Background: an optimization exercise with open tools, aiming at small area, a short achievable clock period and few clock cycles per item. Do not read the settings as production practice. In this exercise RTL edits were held to simulation tests only and were not proved equivalent to the original. Power is estimated from default activity; no workload was simulated.

==> flow/design.v (excerpt) <==
module window_clipped_box_coverage_core #(
  parameter int MAX_DIM   = wcbc_pkg::MAX_DIM_DEF,
  parameter int AREA_BITS = wcbc_pkg::AREA_BITS_DEF
) (
  input  logic                  clk,
  input  logic                  rst_n,
  input  logic                  in_valid,
  input  logic [77:0]           in_item,
  output logic                  in_stall,
  output logic                  out_valid,
  output logic [80:0]           out_item,
  input  logic                  out_stall,
  input  logic                  cfg_psel,
  input  logic                  cfg_penable,
  input  logic                  cfg_pwrite,
  input  logic [wcbc_pkg::CFG_ADDR_W-1:0] cfg_paddr,
  input  logic [wcbc_pkg::CFG_DATA_W-1:0] cfg_pwdata,
  output logic [wcbc_pkg::CFG_DATA_W-1:0] cfg_prdata,
  output logic                  cfg_pready
);
  logic [16:0] ra_r, athr_r;
  logic [15:0] cthr_r;
  logic        cfg_wr;
  assign cfg_pready = 1'b1;
  assign cfg_wr     = cfg_psel & cfg_penable & cfg_pwrite;
  ...
Settings: LEC_CHECK=0, CAP_MARGIN=20, CORE_MARGIN=2, CORE_UTILIZATION=40, SETUP_SLACK_MARGIN=5, SLEW_MARGIN=20; clock period 10.0 ns.
standard.sh (not shown) runs the stock make flow with config.mk's settings and CLKGATE_MAP_FILE= SYNTH_SCRIPT=/design/flow/synth_recipe.tcl, a recipe that flattens the netlist after the stock synthesis.
==> flow/flow/run.sh <==
#!/bin/bash
# The standard layout with two sizing changes: every port still gets a
# buffer, but a plain buf_1 (the default choice is a larger, slow delay buffer;
# repair resizes it where timing needs), and resizing is not restricted to equal
# cell footprints. Full make output goes to standard.log.
set -euo pipefail
bash standard.sh MATCH_CELL_FOOTPRINT=0 "BUFFER_PORTS_ARGS=-buffer_cell sky130_fd_sc_hd__buf_1" finish > standard.log 2>&1
Testbench counts at the start, summed over its fixed seeds: cycles 12,854, items 10,966.
==> next run, changes <==
--- a/flow/design.v
+++ b/flow/design.v
@@ -212,25 +212,25 @@
       bph_r   <= 2'd0;
     end
   end
   logic r_swap;
   assign r_swap = r_hold & ((bph_r == 2'd1) | ((bph_r == 2'd0) & ~d_hit_r));
   always_ff @(posedge clk) begin
     if (r_swap) begin
       rx1_r <= ry1_r;
       ry1_r <= rx1_r;
     end
-    rx0_r  <= bl;
-    ry0_r  <= bt;
-    rnzx_r <= |bw;
-    rnzy_r <= |bh;
     if (!r_hold) begin
+      rx0_r  <= bl;
+      ry0_r  <= bt;
+      rnzx_r <= |bw;
+      rnzy_r <= |bh;
       if (is_beg) begin
         rx1_r <= (iw > 13'd4096) ? 14'd4096 : {1'b0, iw};
         ry1_r <= (ih > 13'd4096) ? 14'd4096 : {1'b0, ih};
       end else begin
         rx1_r <= {2'b00, bl} + {1'b0, bw};
         ry1_r <= {2'b00, bt} + {1'b0, bh};
       end
     end
   end
   logic [11:0] cl, ct;
@@ -433,21 +433,21 @@
       end
     end
   end
   always_ff @(posedge clk) begin
     if (p_bw_r) begin
       mc_r <= xs[28:0];
     end
     if (a_start) begin
       mp_r    <= xs[28:0];
       mlast_r <= 1'b0;
-    end else begin
+    end else if (a_busy_r) begin
       mp_r    <= {2'b00, mp_r[28:2]};
       mlast_r <= mp_r[1];
     end
   end
   logic        sat;
   logic [26:0] tq;
   logic [27:0] e1, e2, e3;
   logic        g1, g2, g3;
   logic [24:0] r2;
   assign sat = (|so_r[39:33]) | (rem_r >= den_r);
Setup slack loses 0.062 ns.
Flip-flop and latch count stays the same.
Routed wire length drops by about 3.7%.
Utilization rises by 0.37 points.
Cell area goes up by about 1%.
Global-route usage is lower by 0.94 points.
Die area is higher by 0.35%.
Non-clock buffer count rose by 10.
Count of clock-buffer cells in the layout increases by 16.
Total power grows by 0.44%.
Clock power goes up by about 2%.
Cell count is lower by about 0.36%.
Testbench counts after the change, summed over its fixed seeds: cycles 12,854, items 10,966.

window_clipped_box_coverage_core, a different RTL version from the one above (not shown whole).
For scale: roughly 4600 cells after synthesis, about 540 flip-flops, ~240 I/O pins, roughly 42000 um2 of cells after synthesis.
==> flow/design.v (excerpt) <==
module window_clipped_box_coverage_core #(
  parameter int MAX_DIM   = wcbc_pkg::MAX_DIM_DEF,
  parameter int AREA_BITS = wcbc_pkg::AREA_BITS_DEF
) (
  input  logic                  clk,
  input  logic                  rst_n,
  input  logic                  in_valid,
  input  logic [77:0]           in_item,
  output logic                  in_stall,
  output logic                  out_valid,
  output logic [80:0]           out_item,
  input  logic                  out_stall,
  input  logic                  cfg_psel,
  input  logic                  cfg_penable,
  input  logic                  cfg_pwrite,
  input  logic [wcbc_pkg::CFG_ADDR_W-1:0] cfg_paddr,
  input  logic [wcbc_pkg::CFG_DATA_W-1:0] cfg_pwdata,
  output logic [wcbc_pkg::CFG_DATA_W-1:0] cfg_prdata,
  output logic                  cfg_pready
);
==> flow/config.mk <==
export PLATFORM = sky130hd
export DESIGN_NAME = window_clipped_box_coverage_core
export DESIGN_NICKNAME = window_clipped_box_coverage_core
export VERILOG_FILES = /design/flow/design.v
export SDC_FILE = /design/flow/constraint.sdc
export NUM_CORES = 4
export LEC_CHECK = 0
export CAP_MARGIN = 20
export CORE_MARGIN = 2
export CORE_UTILIZATION = 40
export SETUP_SLACK_MARGIN = 5
export SLEW_MARGIN = 20
==> flow/constraint.sdc <==
create_clock -name core_clock -period 10.0 [get_ports {clk}]
set_input_delay 2.0000 -clock core_clock [delete_from_list [all_inputs] [get_ports {clk}]]
set_output_delay 2.0000 -clock core_clock [all_outputs]
set_load 0.01 [all_outputs]
run.sh (not shown) runs the stock make flow with config.mk's settings and CLKGATE_MAP_FILE= SYNTH_SCRIPT=/design/flow/synth_recipe.tcl, a recipe that flattens the netlist after the stock synthesis.
Stock flow here: none of the scripts above is used.
The first run finished with timing, DRC and antenna clean.
Testbench counts at the start, summed over its fixed seeds: cycles 12,854, items 10,966.
Edit:
--- a/flow/design.v
+++ b/flow/design.v
@@ -178,25 +178,24 @@
   logic        mlast_r;
   logic [30:0] acc_r;         
   logic [3:0]  acnt_r;
   logic        a_busy_r;
   typedef enum logic [1:0] {D_IDLE = 2'd0, D_WAIT = 2'd1, D_RUN = 2'd2} dst_t;
   dst_t        dst_r;
   logic [24:0] den_r, rem_r;
   logic [23:0] qx_r;
   logic [3:0]  dcnt_r;
   logic [39:0] so_r;
   logic [15:0] co_r;
   logic        out_valid_r;
-  logic        fs_s_r, fs_c_r, fs_z_r;    
   logic r_hold, beg_block, end_block;
   assign r_hold    = r_beg_r & (bph_r != 2'd2);
   assign beg_block = a_busy_r & (acnt_r < 4'd12);
   assign end_block = (dst_r != D_IDLE) | (out_valid_r & out_stall) | r_end_r | d_end_r | p_end_r;
   assign in_stall  = r_hold | (is_beg & beg_block) | (is_end & end_block);
   assign take      = in_valid & ~in_stall;
   always_ff @(posedge clk) begin
     if (!rst_n) begin
       r_box_r <= 1'b0;
       r_beg_r <= 1'b0;
       r_end_r <= 1'b0;
       bph_r   <= 2'd0;
@@ -474,38 +473,35 @@
             dst_r       <= D_IDLE;
             out_valid_r <= 1'b1;
           end
         end
         default: dst_r <= D_IDLE;
       endcase
     end
   end
   always_ff @(posedge clk) begin
     if (p_end_r) begin
       so_r   <= s_full;
       co_r   <= c_r;
-      fs_s_r <= |s_full;
-      fs_c_r <= c_r > cthr_r;
       rem_r  <= s_full[32:8];
       qx_r   <= {s_full[7:0], 16'd0};
       dcnt_r <= '0;
     end else if (dst_r == D_RUN) begin
-      rem_r <= r2;
       if ((dcnt_r == 4'd0) & sat) begin
         qx_r <= {24{1'b1}};
       end else begin
-        qx_r <= {qx_r[21:0], g2, g3 | (g1 & ~g2)};
+        rem_r <= r2;
+        qx_r  <= {qx_r[21:0], g2, g3 | (g1 & ~g2)};
       end
       dcnt_r <= dcnt_r + 4'd1;
     end
     if ((p_end_r | (dst_r == D_WAIT)) & ~a_busy_r) begin
-      den_r  <= acc_r[26:2];
-      fs_z_r <= ~|acc_r[26:2];
+      den_r <= acc_r[26:2];
     end
   end
   logic fs_area, fs;
-  assign fs_area = fs_z_r ? fs_s_r
+  assign fs_area = (den_r == 25'd0) ? (|so_r)
                  : ((qx_r > {7'd0, athr_r}) | ((qx_r == {7'd0, athr_r}) & (|rem_r)));
-  assign fs      = fs_area & fs_c_r;
+  assign fs      = fs_area & (co_r > cthr_r);
   assign out_valid = out_valid_r;
   assign out_item  = {fs, co_r, so_r, qx_r};
 endmodule
What happened: Via count decreases by about 0.9%. Routed wire length decreases by 3.0%. Final area is about the same. Worst setup slack gets better by 160 ps. Total power decreases by about 7%. Maximum frequency increases by 3.1%. Cell count decreases by 0.44%. Sequential share of layout area decreases by 0.19 points. Global-route usage decreases by 0.60 points. Clock power barely changes. Clock skew decreases by 6.1 ps.
Testbench counts after the change, summed over its fixed seeds: cycles 12,854, items 10,966.

port drivers added, routing unchanged:
No port has a modelled driver above. Below, the same layouts with a new extraction and two added sets of constraints. Step 1 (the two cells are an assumption about what drives the block):
set clk [get_ports {clk}]
set_driving_cell -lib_cell sky130_fd_sc_hd__clkbuf_16 $clk
set_driving_cell -lib_cell sky130_fd_sc_hd__buf_2 [delete_from_list [all_inputs] $clk]
Step 2 also shifts input and output timing later by t, the mid clock arrival at the registers, as if the neighbouring blocks saw the same clock. Three values: ideal, step 1, step 2; two values: the first two.
run	shift t [ns]	setup slack, ns	worst setup path at the end	cell pins on the clock port's net
the first run of note 1	0.699	5.046 / 5.022 / 5.020	input to register	1
the second run of note 1	0.685	4.984 / 4.943 / 4.943	input to output	1
the first run of note 2	0.722	4.671 / 4.671 / 4.671	register to register	1
the second run of note 2	0.730	4.832 / 4.832 / 4.726	input to register	1
After both steps every run listed still meets setup and hold. For the second run of note 2, which loses most, drivers alone change the setup slack by 0.000 ns; drivers and shift together by -0.106 ns.
